What follows belongs to an exercise in optimizing a design on an open flow for small area; a production flow would make more cautious choices. The RTL was checked by simulation tests, not by an equivalence proof against the original design. Power and IR drop assume default switching activity.

File: flow/constraint.sdc
create_clock -name core_clock -period 14.0 [get_ports {clk}]
set_input_delay 2.8000 -clock core_clock [delete_from_list [all_inputs] [get_ports {clk}]]
set_output_delay 2.8000 -clock core_clock [all_outputs]
set_load 0.01 [all_outputs]
File: flow/config.mk
export PLATFORM = sky130hd
export DESIGN_NAME = matrix_store_top
export DESIGN_NICKNAME = matrix_store_top
export VERILOG_FILES = /design/flow/design.v
export SDC_FILE = /design/flow/constraint.sdc
export NUM_CORES = 4
export LEC_CHECK = 0
export CAP_MARGIN = 20
export CORE_MARGIN = 2
export CORE_UTILIZATION = 45
export CTS_BUF_LIST = sky130_fd_sc_hd__clkbuf_8
export CTS_CLUSTER_DIAMETER = 60
export CTS_CLUSTER_SIZE = 12
export SLEW_MARGIN = 20
File: flow/run.sh
#!/bin/bash
# synth_recipe.tcl (not shown) runs the flow's synth.tcl, then flattens the netlist and writes it again
# the make line also repeats each setting of config.mk as NAME=value (left out here)
make -C /OpenROAD-flow-scripts/flow DESIGN_CONFIG=/design/flow/config.mk WORK_HOME=/design/flow/orfs CLKGATE_MAP_FILE= SYNTH_SCRIPT=/design/flow/synth_recipe.tcl finish
File: flow/design.v
`default_nettype none
package mstore_pkg;
    localparam int MAX_DIM      = 5;
    localparam int MAX_ELEMS    = MAX_DIM * MAX_DIM;      
    localparam int NUM_SLOTS    = 16;
    localparam int ID_W         = 8;                      
    localparam int RES_W        = 2 * 4 + MAX_ELEMS * 8;  
    localparam int NUM_GRP      = 9;
    localparam int PMAT_W       = 84;                     
    localparam int RING_W       = 67;                     
    localparam int X_W          = PMAT_W - RING_W;        
    localparam int SHAPE_W      = 5;
    localparam int ENT_W        = SHAPE_W + PMAT_W;       
    localparam int SLOT_W       = $clog2(NUM_SLOTS);
    localparam int HEAD_W       = 10;
endpackage
`default_nettype wire
`default_nettype none
module entry_decoder (
    input  logic                              clk,
    input  logic                              rst,
    input  logic                              wen_i,
    input  logic                              flush_i,
    input  logic [1:0]                        mode_i,
    input  logic [7:0]                        data_i,
    output logic                              commit_valid_o,
    output logic [mstore_pkg::SHAPE_W-1:0]    commit_shape_o,
    output logic [mstore_pkg::PMAT_W-1:0]     commit_data_o,
    output logic                              commit_long_o,    
    output logic                              input_done_o,
    output logic                              error_o
);
    localparam int NUM_GRP = mstore_pkg::NUM_GRP;
    logic       st_getn_q, st_data_q, st_done_q, st_err_q;
    logic       valid_q;
    logic [2:0] rows_q, cols_q;
    logic [3:0] grp_q;                  
    logic [1:0] pos_q;
    logic [3:0] cur0_q, cur1_q;         
    logic [9:0] buf_q [NUM_GRP];        
    logic       grp_end;                
    logic       st_idle;
    logic       is_input, is_ack, dim_ok, elem_ok;
    logic       take_rows, take_cols, take_elem, last_elem;
    logic       clear_head, clear_tail;
    logic       long_q;
    logic [3:0] last_grp;
    logic [1:0] last_pos;
    logic [4:0] shape;
    logic [3:0] w0, w1, w2;
    logic [9:0] grp_word;
    assign st_idle  = !(st_getn_q || st_data_q || st_done_q || st_err_q);
    assign is_input = (mode_i == 2'b00);
    assign is_ack   = mode_i[1];
    assign dim_ok   = (data_i >= 8'd1) && (data_i <= 8'd5);
    assign elem_ok  = (data_i <= 8'd9);
    assign take_rows = st_idle && wen_i && is_input;
    assign take_cols = st_getn_q && wen_i && is_input;
    assign take_elem = st_data_q && !flush_i && wen_i && elem_ok;
    always_comb begin
        shape    = '0;
        last_grp = '0;
        last_pos = '0;
        case ({rows_q, cols_q})
            6'd9:  begin shape = 5'd1;  last_grp = 4'd0; last_pos = 2'd0; end
            6'd10: begin shape = 5'd2;  last_grp = 4'd0; last_pos = 2'd1; end
            6'd11: begin shape = 5'd3;  last_grp = 4'd0; last_pos = 2'd2; end
            6'd12: begin shape = 5'd4;  last_grp = 4'd1; last_pos = 2'd0; end
            6'd13: begin shape = 5'd5;  last_grp = 4'd1; last_pos = 2'd1; end
            6'd17: begin shape = 5'd6;  last_grp = 4'd0; last_pos = 2'd1; end
            6'd18: begin shape = 5'd7;  last_grp = 4'd1; last_pos = 2'd0; end
            6'd19: begin shape = 5'd8;  last_grp = 4'd1; last_pos = 2'd2; end
            6'd20: begin shape = 5'd9;  last_grp = 4'd2; last_pos = 2'd1; end
            6'd21: begin shape = 5'd10; last_grp = 4'd3; last_pos = 2'd0; end
            6'd25: begin shape = 5'd11; last_grp = 4'd0; last_pos = 2'd2; end
            6'd26: begin shape = 5'd12; last_grp = 4'd1; last_pos = 2'd2; end
            6'd27: begin shape = 5'd13; last_grp = 4'd2; last_pos = 2'd2; end
            6'd28: begin shape = 5'd14; last_grp = 4'd3; last_pos = 2'd2; end
            6'd29: begin shape = 5'd15; last_grp = 4'd4; last_pos = 2'd2; end
            6'd33: begin shape = 5'd16; last_grp = 4'd1; last_pos = 2'd0; end
            6'd34: begin shape = 5'd17; last_grp = 4'd2; last_pos = 2'd1; end
            6'd35: begin shape = 5'd18; last_grp = 4'd3; last_pos = 2'd2; end
            6'd36: begin shape = 5'd19; last_grp = 4'd5; last_pos = 2'd0; end
            6'd37: begin shape = 5'd20; last_grp = 4'd6; last_pos = 2'd1; end
            6'd41: begin shape = 5'd21; last_grp = 4'd1; last_pos = 2'd1; end
            6'd42: begin shape = 5'd22; last_grp = 4'd3; last_pos = 2'd0; end
            6'd43: begin shape = 5'd23; last_grp = 4'd4; last_pos = 2'd2; end
            6'd44: begin shape = 5'd24; last_grp = 4'd6; last_pos = 2'd1; end
            6'd45: begin shape = 5'd25; last_grp = 4'd8; last_pos = 2'd1; end
            default: ;
        endcase
    end
    assign last_elem = (grp_q == last_grp) && (pos_q == last_pos);
    assign grp_end   = (grp_q == 4'd6 || grp_q == 4'd8) ? (pos_q == 2'd1) : (pos_q == 2'd2);
    assign clear_head = st_data_q && flush_i && (grp_q == 4'd0) && (pos_q == 2'd0);
    assign clear_tail = take_elem && (grp_q == 4'd1) && (pos_q == 2'd0);
    assign w0 = (pos_q == 2'd0) ? data_i[3:0] : cur0_q;
    assign w1 = (pos_q == 2'd1) ? data_i[3:0] : ((pos_q == 2'd2) ? cur1_q : 4'd0);
    assign w2 = (pos_q == 2'd2) ? data_i[3:0] : 4'd0;
    always_comb begin
        case ({w2[3], w1[3], w0[3]})
            3'b000: grp_word = {w2[2:0], w1[2:0], 1'b0, w0[2:0]};
            3'b001: grp_word = {w2[2:0], w1[2:0], 1'b1, 2'b00, w0[0]};
            3'b010: grp_word = {w2[2:0], w0[2:1], w1[0], 1'b1, 2'b01, w0[0]};
            3'b100: grp_word = {w0[2:1], w2[0], w1[2:0], 1'b1, 2'b10, w0[0]};
            3'b110: grp_word = {w0[2:1], w2[0], 2'b00, w1[0], 1'b1, 2'b11, w0[0]};
            3'b101: grp_word = {w1[2:1], w2[0], 2'b01, w1[0], 1'b1, 2'b11, w0[0]};
            3'b011: grp_word = {w2[2:0], 2'b10, w1[0], 1'b1, 2'b11, w0[0]};
            default: grp_word = {2'b00, w2[0], 2'b11, w1[0], 1'b1, 2'b11, w0[0]};
        endcase
    end
    always_ff @(posedge clk or posedge rst) begin
        if (rst) begin
            st_getn_q <= 1'b0;
            st_data_q <= 1'b0;
            st_done_q <= 1'b0;
            st_err_q  <= 1'b0;
            valid_q   <= 1'b0;
        end else begin
            valid_q <= 1'b0;
            if (st_idle) begin
                if (take_rows) begin
                    st_getn_q <= dim_ok;
                    st_err_q  <= !dim_ok;
                end
            end
            if (st_getn_q) begin
                if (take_cols) begin
                    st_getn_q <= 1'b0;
                    st_data_q <= dim_ok;
                    st_err_q  <= !dim_ok;
                end
            end
            if (st_data_q) begin
                if (flush_i) begin
                    st_data_q <= 1'b0;
                    st_done_q <= 1'b1;
                    valid_q   <= 1'b1;
                end else if (wen_i) begin
                    if (!elem_ok) begin
                        st_data_q <= 1'b0;
                        st_err_q  <= 1'b1;
                    end else if (last_elem) begin
                        st_data_q <= 1'b0;
                        st_done_q <= 1'b1;
                        valid_q   <= 1'b1;
                    end
                end
            end
            if (st_done_q && is_ack) st_done_q <= 1'b0;
            if (st_err_q && is_ack)  st_err_q  <= 1'b0;
        end
    end
    always_ff @(posedge clk) begin
        if (take_rows) begin
            rows_q <= data_i[2:0];
        end
        if (take_cols) begin
            cols_q <= data_i[2:0];
            grp_q  <= '0;
            pos_q  <= '0;
        end
        if (take_elem && !last_elem) begin
            if (grp_end) begin
                pos_q <= '0;
                grp_q <= grp_q + 1'b1;
            end else begin
                pos_q <= pos_q + 1'b1;
            end
        end
        if (take_elem && pos_q == 2'd0) cur0_q <= data_i[3:0];
        if (take_elem && pos_q == 2'd1) cur1_q <= data_i[3:0];
        for (int k = 0; k < NUM_GRP; k++) begin
            if (take_elem && grp_q == 4'(k)) begin
                buf_q[k] <= grp_word;
            end else if ((k == 0) ? clear_head : clear_tail) begin
                buf_q[k] <= '0;
            end
        end
        if (take_elem && grp_q == 4'd0 && pos_q == 2'd0) begin
            long_q <= 1'b0;
        end else if (clear_tail) begin
            long_q <= 1'b1;
        end else if (clear_head) begin
            long_q <= 1'b0;
        end
    end
    assign commit_valid_o = valid_q;
    assign commit_shape_o = shape;
    assign commit_long_o  = long_q;
    assign commit_data_o = {buf_q[8][6:0], buf_q[7], buf_q[6][6:0], buf_q[5], buf_q[4],
                            buf_q[3], buf_q[2], buf_q[1], buf_q[0]};
    assign input_done_o = st_done_q;
    assign error_o      = st_err_q;
endmodule
`default_nettype wire
`default_nettype none
module slot_store (
    input  logic                                                  clk,
    input  logic                                                  rst,
    input  logic                                                  commit_valid_i,
    input  logic [mstore_pkg::SHAPE_W-1:0]                        commit_shape_i,
    input  logic [mstore_pkg::PMAT_W-1:0]                         commit_data_i,
    input  logic                                                  commit_long_i,
    output logic [mstore_pkg::NUM_SLOTS-1:0]                      used_o,
    output logic [mstore_pkg::NUM_SLOTS*mstore_pkg::ID_W-1:0]     id_o,
    output logic [mstore_pkg::NUM_SLOTS*mstore_pkg::SHAPE_W-1:0]  shape_o,
    output logic [mstore_pkg::NUM_SLOTS*mstore_pkg::RING_W-1:0]   ring_o,
    output logic [1:0]                                            x_valid_o,
    output logic [2*mstore_pkg::SLOT_W-1:0]                       x_slot_o,
    output logic [2*mstore_pkg::X_W-1:0]                          x_data_o,
    output logic [mstore_pkg::SLOT_W-1:0]                         phase_o,
    output logic [mstore_pkg::NUM_SLOTS-1:0]                      long_o,
    output logic                                                  pend_head_o,
    output logic [mstore_pkg::SLOT_W-1:0]                         pend_head_slot_o,
    output logic                                                  pend_tail_o,
    output logic [mstore_pkg::SLOT_W-1:0]                         pend_tail_slot_o
);
    localparam int NUM_SLOTS = mstore_pkg::NUM_SLOTS;
    localparam int ID_W      = mstore_pkg::ID_W;
    localparam int SHAPE_W   = mstore_pkg::SHAPE_W;
    localparam int PMAT_W    = mstore_pkg::PMAT_W;
    localparam int SLOT_W    = mstore_pkg::SLOT_W;
    localparam int HEAD_W    = mstore_pkg::HEAD_W;
    localparam int RING_W    = mstore_pkg::RING_W;
    localparam int X_W       = mstore_pkg::X_W;
    localparam logic [SHAPE_W-1:0] SHAPE_5X5 = 5'd25;
    localparam logic [NUM_SLOTS-1:0] INS_HEAD = 16'b1001_0010_0100_1001;
    localparam logic [NUM_SLOTS-1:0] INS_TAIL = 16'b0000_1000_0100_0001;
    logic                 commit_q;      
    logic [SLOT_W:0]      n_used_q;
    logic [NUM_SLOTS-1:0] used;
    logic [NUM_SLOTS-1:0] age_q;         
    logic [ID_W-1:0]      next_id_q;
    logic [SLOT_W-1:0]    rr_ptr_q;
    logic [SLOT_W-1:0]    phase_q;
    logic [NUM_SLOTS-1:0] long_q;        
    logic                 pend_h_q;      
    logic [SLOT_W-1:0]    pend_h_slot_q;
    logic                 pend_t_q;      
    logic [SLOT_W-1:0]    pend_t_slot_q;
    logic [ID_W-1:0]      id_q    [NUM_SLOTS];
    logic [SHAPE_W-1:0]   shape_q [NUM_SLOTS];
    logic [RING_W-1:0]    ring_q  [NUM_SLOTS];
    logic [1:0]           x_valid_q;
    logic [SLOT_W-1:0]    x_slot_q [2];
    logic [X_W-1:0]       x_data_q [2];
    logic [1:0]           x_hit;
    logic                 is_5x5;
    logic [X_W-1:0]       x_wdata;
    logic [NUM_SLOTS-1:0] same_type;
    logic [NUM_SLOTS-1:0] free_oh, old_oh, rr_oh, wr_oh;
    logic                 free_found, old_found, same_one, same_two;
    logic                 use_rr;
    logic [SLOT_W-1:0]    wr_idx;
    logic                 ins_h_req,  ins_t_req;
    logic [SLOT_W-1:0]    ins_h_slot, ins_t_slot;
    logic [SLOT_W-1:0]    ins_h_pos,  ins_t_pos;
    logic                 ins_h_ok,   ins_t_ok;
    logic                 t_cancel;
    always_comb begin
        free_found = !n_used_q[SLOT_W];
        old_found  = 1'b0;
        same_one   = 1'b0;
        same_two   = 1'b0;
        for (int i = 0; i < NUM_SLOTS; i++) begin
            used[i]      = (n_used_q > (SLOT_W+1)'(i));
            same_type[i] = used[i] && (shape_q[i] == commit_shape_i);
            free_oh[i]   = (n_used_q == (SLOT_W+1)'(i));
            old_oh[i]    = same_type[i] && age_q[i] && !old_found;
            rr_oh[i]     = (rr_ptr_q == SLOT_W'(i));
            old_found    = old_found || (same_type[i] && age_q[i]);
            same_two     = same_two || (same_one && same_type[i]);
            same_one     = same_one || same_type[i];
        end
    end
    always_comb begin
        if (!same_two) begin
            use_rr = !free_found;            
            wr_oh  = free_found ? free_oh : rr_oh;
        end else begin
            use_rr = !old_found;
            wr_oh  = old_found ? old_oh : rr_oh;
        end
        wr_idx = '0;
        for (int i = 0; i < NUM_SLOTS; i++) begin
            if (wr_oh[i]) wr_idx = wr_idx | SLOT_W'(i);
        end
    end
    always_ff @(posedge clk or posedge rst) begin
        if (rst) begin
            commit_q  <= 1'b0;
            n_used_q  <= '0;
            next_id_q <= ID_W'(1);
            rr_ptr_q  <= '0;
        end else begin
            commit_q  <= commit_valid_i;
            if (commit_q) begin
                if (!same_two && free_found) begin
                    n_used_q <= n_used_q + 1'b1;
                end
                next_id_q <= (next_id_q == '1) ? ID_W'(1) : next_id_q + 1'b1;
                if (use_rr) begin
                    rr_ptr_q <= rr_ptr_q + 1'b1;
                end
            end
        end
    end
    always_ff @(posedge clk) begin
        for (int i = 0; i < NUM_SLOTS; i++) begin
            if (commit_q && wr_oh[i]) begin
                age_q[i]   <= 1'b0;
                long_q[i]  <= commit_long_i;
                id_q[i]    <= next_id_q;
                shape_q[i] <= commit_shape_i;
            end else if (commit_q && same_type[i]) begin
                age_q[i]   <= 1'b1;
            end
        end
    end
    assign ins_h_req  = commit_q || pend_h_q;
    assign ins_h_slot = commit_q ? wr_idx : pend_h_slot_q;
    assign ins_h_pos  = ins_h_slot + phase_q + 1'b1;    
    assign ins_h_ok   = INS_HEAD[ins_h_pos];
    assign ins_t_req  = (commit_q && commit_long_i) || pend_t_q;
    assign ins_t_slot = (commit_q && commit_long_i) ? wr_idx : pend_t_slot_q;
    assign ins_t_pos  = ins_t_slot + phase_q + 1'b1;
    assign ins_t_ok   = INS_TAIL[ins_t_pos];
    assign t_cancel   = commit_q && !commit_long_i && (wr_idx == pend_t_slot_q);
    always_ff @(posedge clk or posedge rst) begin
        if (rst) begin
            phase_q  <= '0;
            pend_h_q <= 1'b0;
            pend_t_q <= 1'b0;
        end else begin
            phase_q  <= phase_q + 1'b1;
            pend_h_q <= ins_h_req && !ins_h_ok;
            pend_t_q <= ins_t_req && !ins_t_ok && !t_cancel;
        end
    end
    always_ff @(posedge clk) begin
        if (commit_q) begin
            pend_h_slot_q <= wr_idx;
        end
        if (commit_q && commit_long_i) begin
            pend_t_slot_q <= wr_idx;
        end
    end
    always_ff @(posedge clk) begin
        for (int k = 0; k < NUM_SLOTS; k++) begin
            if (INS_HEAD[k] && ins_h_req && ins_h_pos == SLOT_W'(k)) begin
                ring_q[k][HEAD_W-1:0] <= commit_data_i[HEAD_W-1:0];
            end else begin
                ring_q[k][HEAD_W-1:0] <= ring_q[(k + NUM_SLOTS - 1) % NUM_SLOTS][HEAD_W-1:0];
            end
            if (INS_TAIL[k] && ins_t_req && ins_t_pos == SLOT_W'(k)) begin
                ring_q[k][RING_W-1:HEAD_W] <= commit_data_i[RING_W-1:HEAD_W];
            end else begin
                ring_q[k][RING_W-1:HEAD_W] <= ring_q[(k + NUM_SLOTS - 1) % NUM_SLOTS][RING_W-1:HEAD_W];
            end
        end
    end
    assign is_5x5  = (commit_shape_i == SHAPE_5X5);
    assign x_wdata = commit_long_i ? commit_data_i[PMAT_W-1:RING_W] : '0;
    assign x_hit   = {x_valid_q[1] && x_slot_q[1] == wr_idx, x_valid_q[0] && x_slot_q[0] == wr_idx};
    always_ff @(posedge clk or posedge rst) begin
        if (rst) begin
            x_valid_q <= '0;
        end else if (commit_q) begin
            if (x_hit[0] && !is_5x5) x_valid_q[0] <= 1'b0;
            if (x_hit[1] && !is_5x5) x_valid_q[1] <= 1'b0;
            if (!x_hit[0] && !x_hit[1] && is_5x5) begin
                if (!x_valid_q[0]) x_valid_q[0] <= 1'b1;
                else               x_valid_q[1] <= 1'b1;
            end
        end
    end
    always_ff @(posedge clk) begin
        if (commit_q && is_5x5) begin
            if (x_hit[0] || (!x_hit[1] && !x_valid_q[0])) begin
                x_slot_q[0] <= wr_idx;
                x_data_q[0] <= x_wdata;
            end else if (x_hit[1] || !x_valid_q[1]) begin
                x_slot_q[1] <= wr_idx;
                x_data_q[1] <= x_wdata;
            end
        end
    end
    for (genvar j = 0; j < 2; j++) begin : g_x
        assign x_slot_o[j*SLOT_W +: SLOT_W] = x_slot_q[j];
        assign x_data_o[j*X_W +: X_W]       = x_data_q[j];
    end
    assign x_valid_o = x_valid_q;
    for (genvar g = 0; g < NUM_SLOTS; g++) begin : g_table
        assign used_o[g]                      = used[g];
        assign id_o[g*ID_W +: ID_W]           = id_q[g];
        assign shape_o[g*SHAPE_W +: SHAPE_W]  = shape_q[g];
        assign ring_o[g*RING_W +: RING_W]     = ring_q[g];
    end
    assign phase_o     = phase_q;
    assign long_o           = long_q;
    assign pend_head_o      = pend_h_q;
    assign pend_head_slot_o = pend_h_slot_q;
    assign pend_tail_o      = pend_t_q;
    assign pend_tail_slot_o = pend_t_slot_q;
endmodule
`default_nettype wire
`default_nettype none
module id_lookup (
    input  logic                                                  clk,
    input  logic                                                  rst,
    input  logic [mstore_pkg::NUM_SLOTS-1:0]                      used_i,
    input  logic [mstore_pkg::NUM_SLOTS*mstore_pkg::ID_W-1:0]     id_i,
    input  logic [mstore_pkg::NUM_SLOTS*mstore_pkg::SHAPE_W-1:0]  shape_i,
    input  logic [mstore_pkg::NUM_SLOTS*mstore_pkg::RING_W-1:0]   ring_i,
    input  logic [1:0]                                            x_valid_i,
    input  logic [2*mstore_pkg::SLOT_W-1:0]                       x_slot_i,
    input  logic [2*mstore_pkg::X_W-1:0]                          x_data_i,
    input  logic [mstore_pkg::SLOT_W-1:0]                         phase_i,
    input  logic [mstore_pkg::NUM_SLOTS-1:0]                      long_i,
    input  logic                                                  pend_head_i,
    input  logic [mstore_pkg::SLOT_W-1:0]                         pend_head_slot_i,
    input  logic                                                  pend_tail_i,
    input  logic [mstore_pkg::SLOT_W-1:0]                         pend_tail_slot_i,
    input  logic [mstore_pkg::PMAT_W-1:0]                         pend_data_i,
    input  logic [mstore_pkg::ID_W-1:0]                           read_id_a_i,
    input  logic [mstore_pkg::ID_W-1:0]                           read_id_b_i,
    output logic [mstore_pkg::RES_W-1:0]                          mat_a_o,    
    output logic [mstore_pkg::RES_W-1:0]                          mat_b_o
);
    localparam int NUM_SLOTS = mstore_pkg::NUM_SLOTS;
    localparam int ID_W      = mstore_pkg::ID_W;
    localparam int ENT_W     = mstore_pkg::ENT_W;
    localparam int SLOT_W    = mstore_pkg::SLOT_W;
    localparam int SHAPE_W   = mstore_pkg::SHAPE_W;
    localparam int PMAT_W    = mstore_pkg::PMAT_W;
    localparam int RING_W    = mstore_pkg::RING_W;
    localparam int X_W       = mstore_pkg::X_W;
    localparam int HEAD_W    = mstore_pkg::HEAD_W;
    logic [ID_W-1:0]   rid_a_q,   rid_b_q;
    logic              found_a_q, found_b_q;
    logic [SLOT_W-1:0] idx_a_q,   idx_b_q;
    logic              find_a,    find_b;
    logic [SLOT_W-1:0] fidx_a,    fidx_b;
    logic [ENT_W-1:0]  fetch_a,   fetch_b;
    always_ff @(posedge clk) begin
        rid_a_q <= read_id_a_i;
        rid_b_q <= read_id_b_i;
    end
    always_comb begin
        find_a = 1'b0;
        find_b = 1'b0;
        fidx_a = '0;
        fidx_b = '0;
        for (int i = 0; i < NUM_SLOTS; i++) begin
            if (used_i[i] && id_i[i*ID_W +: ID_W] == rid_a_q) begin
                find_a = 1'b1;
                fidx_a = SLOT_W'(i);
            end
            if (used_i[i] && id_i[i*ID_W +: ID_W] == rid_b_q) begin
                find_b = 1'b1;
                fidx_b = SLOT_W'(i);
            end
        end
    end
    always_ff @(posedge clk or posedge rst) begin
        if (rst) begin
            found_a_q <= 1'b0;
            found_b_q <= 1'b0;
        end else begin
            found_a_q <= find_a;
            found_b_q <= find_b;
        end
    end
    always_ff @(posedge clk) begin
        idx_a_q <= fidx_a;
        idx_b_q <= fidx_b;
    end
    logic               byp_h_a, byp_h_b, byp_t_a, byp_t_b;
    logic               tail_a,  tail_b;
    logic [SLOT_W-1:0]  pos_a,   pos_b;
    logic [SHAPE_W-1:0] fshape_a, fshape_b;
    logic [PMAT_W-1:0]  fdata_a,  fdata_b;
    assign byp_h_a = found_a_q && pend_head_i && (idx_a_q == pend_head_slot_i);
    assign byp_h_b = found_b_q && pend_head_i && (idx_b_q == pend_head_slot_i);
    assign byp_t_a = found_a_q && pend_tail_i && (idx_a_q == pend_tail_slot_i);
    assign byp_t_b = found_b_q && pend_tail_i && (idx_b_q == pend_tail_slot_i);
    assign tail_a  = found_a_q && long_i[idx_a_q] && !byp_t_a;
    assign tail_b  = found_b_q && long_i[idx_b_q] && !byp_t_b;
    assign pos_a   = idx_a_q + phase_i;
    assign pos_b   = idx_b_q + phase_i;
    logic [NUM_SLOTS:0]   hsel_a, hsel_b, tsel_a, tsel_b;
    logic [NUM_SLOTS-1:0] ssel_a, ssel_b;
    always_comb begin
        for (int i = 0; i < NUM_SLOTS; i++) begin
            hsel_a[i] = found_a_q && !byp_h_a && pos_a == SLOT_W'(i);
            hsel_b[i] = found_b_q && !byp_h_b && pos_b == SLOT_W'(i);
            tsel_a[i] = tail_a && pos_a == SLOT_W'(i);
            tsel_b[i] = tail_b && pos_b == SLOT_W'(i);
            ssel_a[i] = found_a_q && idx_a_q == SLOT_W'(i);
            ssel_b[i] = found_b_q && idx_b_q == SLOT_W'(i);
        end
        hsel_a[NUM_SLOTS] = byp_h_a;
        hsel_b[NUM_SLOTS] = byp_h_b;
        tsel_a[NUM_SLOTS] = byp_t_a;
        tsel_b[NUM_SLOTS] = byp_t_b;
    end
    function automatic logic ao17(input logic [NUM_SLOTS:0] s, input logic [NUM_SLOTS:0] d);
        logic [5:0] g;
        for (int j = 0; j < 6; j++) begin
            g[j] = 1'b0;
            for (int k = 0; k < 3; k++) begin
                if (3*j + k <= NUM_SLOTS) g[j] = g[j] | (s[3*j+k] & d[3*j+k]);
            end
        end
        ao17 = |g;
    endfunction
    function automatic logic ao16(input logic [NUM_SLOTS-1:0] s, input logic [NUM_SLOTS-1:0] d);
        logic [5:0] g;
        for (int j = 0; j < 6; j++) begin
            g[j] = 1'b0;
            for (int k = 0; k < 3; k++) begin
                if (3*j + k < NUM_SLOTS) g[j] = g[j] | (s[3*j+k] & d[3*j+k]);
            end
        end
        ao16 = |g;
    endfunction
    logic [1:0] xsel_a, xsel_b;
    always_comb begin
        for (int j = 0; j < 2; j++) begin
            xsel_a[j] = found_a_q && x_valid_i[j] && x_slot_i[j*SLOT_W +: SLOT_W] == idx_a_q;
            xsel_b[j] = found_b_q && x_valid_i[j] && x_slot_i[j*SLOT_W +: SLOT_W] == idx_b_q;
        end
    end
    assign fdata_a[PMAT_W-1:RING_W] = ({X_W{xsel_a[0]}} & x_data_i[0 +: X_W]) | ({X_W{xsel_a[1]}} & x_data_i[X_W +: X_W]);
    assign fdata_b[PMAT_W-1:RING_W] = ({X_W{xsel_b[0]}} & x_data_i[0 +: X_W]) | ({X_W{xsel_b[1]}} & x_data_i[X_W +: X_W]);
    for (genvar b = 0; b < RING_W; b++) begin : g_dbit
        logic [NUM_SLOTS:0] col;
        for (genvar i = 0; i < NUM_SLOTS; i++) begin : g_c
            assign col[i] = ring_i[i*RING_W + b];
        end
        assign col[NUM_SLOTS] = pend_data_i[b];
        assign fdata_a[b] = ao17((b < HEAD_W) ? hsel_a : tsel_a, col);
        assign fdata_b[b] = ao17((b < HEAD_W) ? hsel_b : tsel_b, col);
    end
    for (genvar b = 0; b < SHAPE_W; b++) begin : g_sbit
        logic [NUM_SLOTS-1:0] col;
        for (genvar i = 0; i < NUM_SLOTS; i++) begin : g_c
            assign col[i] = shape_i[i*SHAPE_W + b];
        end
        assign fshape_a[b] = ao16(ssel_a, col);
        assign fshape_b[b] = ao16(ssel_b, col);
    end
    assign fetch_a = {fshape_a, fdata_a};
    assign fetch_b = {fshape_b, fdata_b};
    entry_unpack u_unpack_a (.ent_i(fetch_a), .mat_o(mat_a_o));
    entry_unpack u_unpack_b (.ent_i(fetch_b), .mat_o(mat_b_o));
endmodule
module entry_unpack (
    input  logic [mstore_pkg::ENT_W-1:0]  ent_i,
    output logic [mstore_pkg::RES_W-1:0]  mat_o
);
    localparam int NUM_GRP = mstore_pkg::NUM_GRP;
    localparam int PMAT_W  = mstore_pkg::PMAT_W;
    logic [2:0]   rows, cols;
    logic [199:0] data;
    always_comb begin
        rows = '0;
        cols = '0;
        case (ent_i[PMAT_W +: mstore_pkg::SHAPE_W])
            5'd1:  begin rows = 3'd1; cols = 3'd1; end
            5'd2:  begin rows = 3'd1; cols = 3'd2; end
            5'd3:  begin rows = 3'd1; cols = 3'd3; end
            5'd4:  begin rows = 3'd1; cols = 3'd4; end
            5'd5:  begin rows = 3'd1; cols = 3'd5; end
            5'd6:  begin rows = 3'd2; cols = 3'd1; end
            5'd7:  begin rows = 3'd2; cols = 3'd2; end
            5'd8:  begin rows = 3'd2; cols = 3'd3; end
            5'd9:  begin rows = 3'd2; cols = 3'd4; end
            5'd10: begin rows = 3'd2; cols = 3'd5; end
            5'd11: begin rows = 3'd3; cols = 3'd1; end
            5'd12: begin rows = 3'd3; cols = 3'd2; end
            5'd13: begin rows = 3'd3; cols = 3'd3; end
            5'd14: begin rows = 3'd3; cols = 3'd4; end
            5'd15: begin rows = 3'd3; cols = 3'd5; end
            5'd16: begin rows = 3'd4; cols = 3'd1; end
            5'd17: begin rows = 3'd4; cols = 3'd2; end
            5'd18: begin rows = 3'd4; cols = 3'd3; end
            5'd19: begin rows = 3'd4; cols = 3'd4; end
            5'd20: begin rows = 3'd4; cols = 3'd5; end
            5'd21: begin rows = 3'd5; cols = 3'd1; end
            5'd22: begin rows = 3'd5; cols = 3'd2; end
            5'd23: begin rows = 3'd5; cols = 3'd3; end
            5'd24: begin rows = 3'd5; cols = 3'd4; end
            5'd25: begin rows = 3'd5; cols = 3'd5; end
            default: ;
        endcase
    end
    function automatic logic [11:0] dpd_dec(input logic [9:0] c);
        logic [3:0] d2, d1, d0;
        if (!c[3]) begin
            d2 = {1'b0, c[9:7]}; d1 = {1'b0, c[6:4]}; d0 = {1'b0, c[2:0]};
        end else begin
            case (c[2:1])
                2'b00: begin d2 = {1'b0, c[9:7]}; d1 = {1'b0, c[6:4]}; d0 = {3'b100, c[0]}; end
                2'b01: begin d2 = {1'b0, c[9:7]}; d1 = {3'b100, c[4]}; d0 = {1'b0, c[6:5], c[0]}; end
                2'b10: begin d2 = {3'b100, c[7]}; d1 = {1'b0, c[6:4]}; d0 = {1'b0, c[9:8], c[0]}; end
                default: begin
                    case (c[6:5])
                        2'b00: begin d2 = {3'b100, c[7]}; d1 = {3'b100, c[4]}; d0 = {1'b0, c[9:8], c[0]}; end
                        2'b01: begin d2 = {3'b100, c[7]}; d1 = {1'b0, c[9:8], c[4]}; d0 = {3'b100, c[0]}; end
                        2'b10: begin d2 = {1'b0, c[9:7]}; d1 = {3'b100, c[4]}; d0 = {3'b100, c[0]}; end
                        default: begin d2 = {3'b100, c[7]}; d1 = {3'b100, c[4]}; d0 = {3'b100, c[0]}; end
                    endcase
                end
            endcase
        end
        dpd_dec = {d2, d1, d0};
    endfunction
    for (genvar k = 0; k < 6; k++) begin : g_dpd
        logic [11:0] d;
        assign d = dpd_dec(ent_i[k*10 +: 10]);
        assign data[(3*k)*8 +: 8]   = {4'd0, d[3:0]};
        assign data[(3*k+1)*8 +: 8] = {4'd0, d[7:4]};
        assign data[(3*k+2)*8 +: 8] = {4'd0, d[11:8]};
    end
    logic [11:0] d6, d7, d8;
    assign d6 = dpd_dec({3'b000, ent_i[60 +: 7]});
    assign d7 = dpd_dec(ent_i[67 +: 10]);
    assign d8 = dpd_dec({3'b000, ent_i[77 +: 7]});
    assign data[18*8 +: 8] = {4'd0, d6[3:0]};
    assign data[19*8 +: 8] = {4'd0, d6[7:4]};
    assign data[20*8 +: 8] = {4'd0, d7[3:0]};
    assign data[21*8 +: 8] = {4'd0, d7[7:4]};
    assign data[22*8 +: 8] = {4'd0, d7[11:8]};
    assign data[23*8 +: 8] = {4'd0, d8[3:0]};
    assign data[24*8 +: 8] = {4'd0, d8[7:4]};
    assign mat_o = {1'b0, rows, 1'b0, cols, data};
endmodule
`default_nettype wire
`default_nettype none
module matrix_store_top (
    input  logic                            clk,
    input  logic                            rst,
    input  logic                            wen_i,
    input  logic                            flush_i,
    input  logic [1:0]                      mode_i,
    input  logic [7:0]                      data_i,
    input  logic [7:0]                      read_id_a_i,
    input  logic [7:0]                      read_id_b_i,
    output logic [207:0]                    mat_a_o,    
    output logic [207:0]                    mat_b_o,
    output logic                            input_done_o,
    output logic                            error_o
);
    localparam int NUM_SLOTS = mstore_pkg::NUM_SLOTS;
    logic                                      commit_valid;
    logic [mstore_pkg::SHAPE_W-1:0]            commit_shape;
    logic [mstore_pkg::PMAT_W-1:0]             commit_data;
    logic [NUM_SLOTS-1:0]                      tbl_used;
    logic [NUM_SLOTS*mstore_pkg::ID_W-1:0]     tbl_id;
    logic [NUM_SLOTS*mstore_pkg::SHAPE_W-1:0]  tbl_shape;
    logic [NUM_SLOTS*mstore_pkg::RING_W-1:0]   tbl_ring;
    logic [1:0]                                tbl_x_valid;
    logic [2*mstore_pkg::SLOT_W-1:0]           tbl_x_slot;
    logic [2*mstore_pkg::X_W-1:0]              tbl_x_data;
    logic [mstore_pkg::SLOT_W-1:0]             tbl_phase;
    logic                                      commit_long;
    logic [NUM_SLOTS-1:0]                      tbl_long;
    logic                                      tbl_pend_head;
    logic [mstore_pkg::SLOT_W-1:0]             tbl_pend_head_slot;
    logic                                      tbl_pend_tail;
    logic [mstore_pkg::SLOT_W-1:0]             tbl_pend_tail_slot;
    entry_decoder u_entry_decoder (
        .clk            (clk),
        .rst            (rst),
        .wen_i          (wen_i),
        .flush_i        (flush_i),
        .mode_i         (mode_i),
        .data_i         (data_i),
        .commit_valid_o (commit_valid),
        .commit_shape_o (commit_shape),
        .commit_data_o  (commit_data),
        .commit_long_o  (commit_long),
        .input_done_o   (input_done_o),
        .error_o        (error_o)
    );
    slot_store u_slot_store (
        .clk            (clk),
        .rst            (rst),
        .commit_valid_i (commit_valid),
        .commit_shape_i (commit_shape),
        .commit_data_i  (commit_data),
        .commit_long_i  (commit_long),
        .used_o         (tbl_used),
        .id_o           (tbl_id),
        .shape_o        (tbl_shape),
        .ring_o         (tbl_ring),
        .x_valid_o      (tbl_x_valid),
        .x_slot_o       (tbl_x_slot),
        .x_data_o       (tbl_x_data),
        .phase_o        (tbl_phase),
        .long_o           (tbl_long),
        .pend_head_o      (tbl_pend_head),
        .pend_head_slot_o (tbl_pend_head_slot),
        .pend_tail_o      (tbl_pend_tail),
        .pend_tail_slot_o (tbl_pend_tail_slot)
    );
    id_lookup u_id_lookup (
        .clk         (clk),
        .rst         (rst),
        .used_i      (tbl_used),
        .id_i        (tbl_id),
        .shape_i     (tbl_shape),
        .ring_i      (tbl_ring),
        .x_valid_i   (tbl_x_valid),
        .x_slot_i    (tbl_x_slot),
        .x_data_i    (tbl_x_data),
        .phase_i     (tbl_phase),
        .long_i           (tbl_long),
        .pend_head_i      (tbl_pend_head),
        .pend_head_slot_i (tbl_pend_head_slot),
        .pend_tail_i      (tbl_pend_tail),
        .pend_tail_slot_i (tbl_pend_tail_slot),
        .pend_data_i (commit_data),
        .read_id_a_i (read_id_a_i),
        .read_id_b_i (read_id_b_i),
        .mat_a_o     (mat_a_o),
        .mat_b_o     (mat_b_o)
    );
endmodule
`default_nettype wire
==> key figures <==
Die
  • Core footprint: between 0.1 and 0.15 mm²
  • Initial Util: 0.4532
  • Io pins: between 400 and 500
  • Die footprint: 0.1498 mm²
  • Die width: 387.1 µm
  • Die height: 387.1 µm
  • Num rows: 140

Power and ir drop
  • Flop pwr share: 0.593
  • Switching part of the total: 0.2387
  • Worst vdd ir: slightly below 80 µV
  • Gate power share: 0.033
  • Total power: about 7.7 mW
  • Power density over cell area: between 100 and 150 mW/mm²
  • Clock power frac: 0.374
  • Cell Int Power: between 5 and 6 mW
  • Static leakage: about 27 nW
  • Net switching power: between 1.5 and 2 mW

Global routing
  • GR Util All Layers: 0.3139
  • Pin count of the biggest net entering global routing: 58
  • Initial antenna violation count: 7
  • Number of global-route vias before repair: around 53000
  • GRT overflow: 0
  • First-pass GRT wire length: roughly 350000 µm

Timing
  • Setup Skew: ~0.054 ns
  • Slew of the pin with the lowest slew margin: between 1 and 1.5 ns
  • Sum Neg Setup Slack: 0 ns
  • Max_slew headroom: 0.1852
  • Setup violators final: 0
  • Fmax: roughly 0.099 GHz
  • RSZ-0062 raised after global routing: false
  • Fin Hold WS: approximately 0.33 ns
  • Fin crit period: about 10 ns
  • Final worst-path cycle share: 0.7185
  • Fin. Hold Viols: 0
  • Max-slew violations: 0

Drt
  • Drt pass-1 iters: 11
  • Drt drc: 0
  • DR iter-0 viols: ~9100
  • Via count: between 50000 and 60000
  • DR vias/cell: between 6 and 7
  • Final ANT Viol Nets: 0
  • Final wirelength: between 200000 and 250000 µm
  • Wirelength per Cell: ~30 µm

Synth
  • Synth top area share: 0.3410
  • Most common cell in the synthesized netlist: dfxtp_1
  • Sequential element share of the synthesized area: 0.5199
  • Async set-reset flop share out of synthesis: 0.02165
  • Cell variety after synth: 109
  • Post-synth top area cell: dfxtp_1
  • Commonest cells in the netlist: 1125 x dfxtp_1, 555 x a22oi_1, 366 x edfxtp_1
  • Syn Inst Count: approximately 6000
  • Yosys warns: 10
  • Ys flop type: dfxtp_1
  • Synthesized cell area: 0.06604 mm²
  • Post-synth EDFFs: 366
  • Yosys reg bits: 1524
  • Syn avg cell area: between 10 and 15 µm²
  • Area contributors post-synth: dfxtp_1 34%, edfxtp_1 17%, a22oi_1 6.3%, a221oi_1 3.2%, a22o_1 2.9%

Clocking
  • H-tree Lvls: 4
  • Worst-path clk slew: about 0.090 ns
  • Clock latency on the worst-skew pair: a little over 0.9 ns
  • Post_cts resized: 0
  • CTS tree: yes
  • Hold-fix buffers, CTS: 0
  • Post-CTS setup buffer count: 0
  • Clock sinks: around 1500
  • Num CTS Buffers: 157
  • Root buffer cell: clkbuf_8
  • CTS max path bufs: 3

Finish
  • P&R area growth vs syn: 10.31%
  • Share of cells above drive strength 1: 0.1106
  • Final net count: approximately 6300
  • Fill count: about 13000
  • Fin cells: roughly 8200

Critical path
  • Top delay family on crit path: simple AND/OR/NAND/NOR gates
  • Crit-path max cell delay: 0.99 ns
  • R2R Path Start: u_entry_decoder.rows_q[1]
  • Reg-to-reg slack, setup: ~5.4 ns
  • Critical Path Source Type: flip-flop
  • Worst-path fanout max: 39
  • CP arrival: ~7.3 ns
  • Slowest cell on crit path: fa_1
  • Reg-to-Reg End: u_slot_store.ring_q[6][48]
  • CP endpoint kind: primary output
  • Crit path buf inv count: 2
  • R2r worst-path depth: 25
  • WS Path Type: flip-flop to primary output
  • Worst EP required: ~11 ns
  • CP Cell Sequence: ha_1 > fa_1 > or3b_2 > nor2_4 > buf_4 > a221oi_1 > and4_1 > nand3_1 > nand2_1 > nor3_1 > nand2_1 > o22ai_1 > clkdlybuf4s50_1
  • Most used cell, CP: nand2_1

Placement
  • Global placement routability congestion: 0.9644
  • Placed cell count: 7977
  • Dpl hpwl: 149900 µm
  • Port Buffers: about 240

Worst hold path
  • Hold Path End: u_slot_store.ring_q[1][5]
  • Hold depth: 0
  • Hold WC Path Type: flip-flop to flip-flop
  • Hold path start: u_slot_store.ring_q[0][5]

Run status
  • Status: no timing/DRC/antenna violations

Flow run
  • Max-capacitance violation count: 0
-- cells in the final DEF (no fill, tap or decap), types with 70 or more instances in the layout --
cell / instances
a22oi_1: 555
clkbuf_8: 161
a221oi_1: 240
o21ai_0: 112
inv_1: 151
nand2_1: 334
and3_1: 70
edfxtp_1: 366
mux2_2: 166
dfxtp_1: 1124
a22o_1: 218
nand3_1: 203
clkdlybuf4s50_1: 243
nor2_1: 308
buf_4: 162
conb_1: 204
xnor2_1: 164
a21oi_1: 112
nand4_1: 86
xor2_1: 202
a222oi_1: 147
-- through the flow --
| stage | worst slack, ns | util | area (µm²) |
|---|---|---|---|
| after global placement | 5.146 | 0.4795 | 69880 |
| after global routing | 3.831 | 0.4999 | 72850 |
| final | 3.941 | 0.4999 | 72850 |
| after floorplan | 7.256 | - | 66810 |
| after detailed placement | 5.108 | 0.4795 | 69880 |
| after CTS | 4.057 | 0.4997 | 72830 |
-- worst max-delay path by stage --
stage / cells past startpoint / start / endpoint
CTS: 13 / u_id_lookup.idx_b_q[0] / mat_b_o[81]
finish: 13 / u_id_lookup.idx_b_q[0] / mat_b_o[81]
floorplan: 15 / u_slot_store.phase_q[1] / mat_a_o[72]
global placement: 13 / u_id_lookup.idx_b_q[0] / mat_b_o[81]
global route: 13 / u_id_lookup.idx_b_q[0] / mat_b_o[81]
detailed placement: 13 / u_id_lookup.idx_b_q[0] / mat_b_o[81]
-- flip-flops by register name, summed over array words and instances, names as in the netlist, 3 cells and up --
| signal | flops |
|---|---|
| u_id_lookup.idx_b_q | 4 |
| u_entry_decoder.rows_q | 3 |
| u_slot_store.age_q | 16 |
| u_id_lookup.idx_a_q | 4 |
| u_id_lookup.rid_a_q | 8 |
| u_slot_store.phase_q | 4 |
| u_entry_decoder.cols_q | 3 |
| u_slot_store.n_used_q | 5 |
| u_slot_store.id_q | 128 |
| u_slot_store.x_data_q | 34 |
| u_slot_store.next_id_q | 8 |
| u_entry_decoder.grp_q | 4 |
| u_slot_store.rr_ptr_q | 4 |
| u_slot_store.x_slot_q | 8 |
| u_id_lookup.rid_b_q | 8 |
| u_entry_decoder.cur1_q | 4 |
| u_slot_store.long_q | 16 |
| u_slot_store.ring_q | 1072 |
| u_slot_store.shape_q | 80 |
| u_slot_store.pend_h_slot_q | 4 |
| u_entry_decoder.cur0_q | 4 |
| u_entry_decoder.buf_q | 84 |
| u_slot_store.pend_t_slot_q | 4 |
-- logic make-up (layout without fill, tap and decap cells) --
group                      count (synthesis)  after routing  share of synthesized area
AOI/OAI and AO/OA                       1632           1632                     0.1930
DFF                                     1524           1524                     0.5199
and+or+nand+nor                         1457           1457                     0.1134
buffers and inverters                    719            765                    0.05621
xor gates and xnor gates                 368            368                    0.04903
muxes                                    303            303                    0.05719
adders and majority gates                 57             57                    0.01116
other                                      1            206                 0.00005678
-- power groups by stage --
stage / registers (mW) / logic [mW] / clock network [mW]
2_1_floorplan: 4.64 / 0.220 / 0
3_3_place_gp: 4.67 / 0.246 / 0
3_5_place_dp: 4.67 / 0.249 / 0
4_1_cts: 4.57 / 0.251 / 2.92
5_1_grt: 4.57 / 0.276 / 3.08
6_report: 4.57 / 0.255 / 2.88
-- worst register-to-register path: cells and delay by family (launching register included) --
kind	cells	cell delay [ns]
DFF	1	0.73
AOI/OAI and AO/OA	4	0.83
muxes	1	0.45
buffers and inverters	5	1.57
xor gates and xnor gates	2	0.55
adders and majority gates	2	0.56
and+or+nand+nor	11	3.78
-- metal layers --
metal / share of wire / wire (µm) / global-route usage / vias up
li1: - / - / - / 23097
met1: 0.38 / 93590 / 0.4065 / 26533
met2: 0.44 / 108400 / 0.4800 / 4224
met3: 0.13 / 30990 / 0.08656 / 873
met4: 0.056 / 13800 / 0.1607 / 4
met5: 0.000085 / 21 / 0 / -
-- cell type report --
cell class	count	area (µm²)	area share
diodes	2	5.005	0.00006870
repair buffers	406	3664	0.05029
inverters	110	412.9	0.005668
clock buffers	161	2216	0.03042
clock inverters	88	734.5	0.01008
flip-flops and latches	1524	34340	0.4714
multi-input cells	4021	29080	0.3992
well taps	1917	2399	0.03292

==> afterwards: timing with drivers on the ports <==
Ports are ideal in the flow. The routed layout listed here was re-timed in OpenROAD. Step 1 (the two cells are an assumption about what drives the block):
set clk [get_ports {clk}]
set_driving_cell -lib_cell sky130_fd_sc_hd__clkbuf_16 $clk
set_driving_cell -lib_cell sky130_fd_sc_hd__buf_2 [delete_from_list [all_inputs] $clk]
Step 2 also shifts input and output timing later by t, the mid clock arrival at the registers, as if the neighbouring blocks saw the same clock. a / b / c = ideal / step 1 / step 2; a / b = the first two.
t (ns): 0.970
slack for setup (ns): 3.941 / 3.861 / 4.832
worst register clock-pin slew, ns: 0.09 / 0.09
After both steps this run still meets setup and hold. For this run, drivers alone change the setup slack by -0.080 ns; drivers and shift together by +0.891 ns.
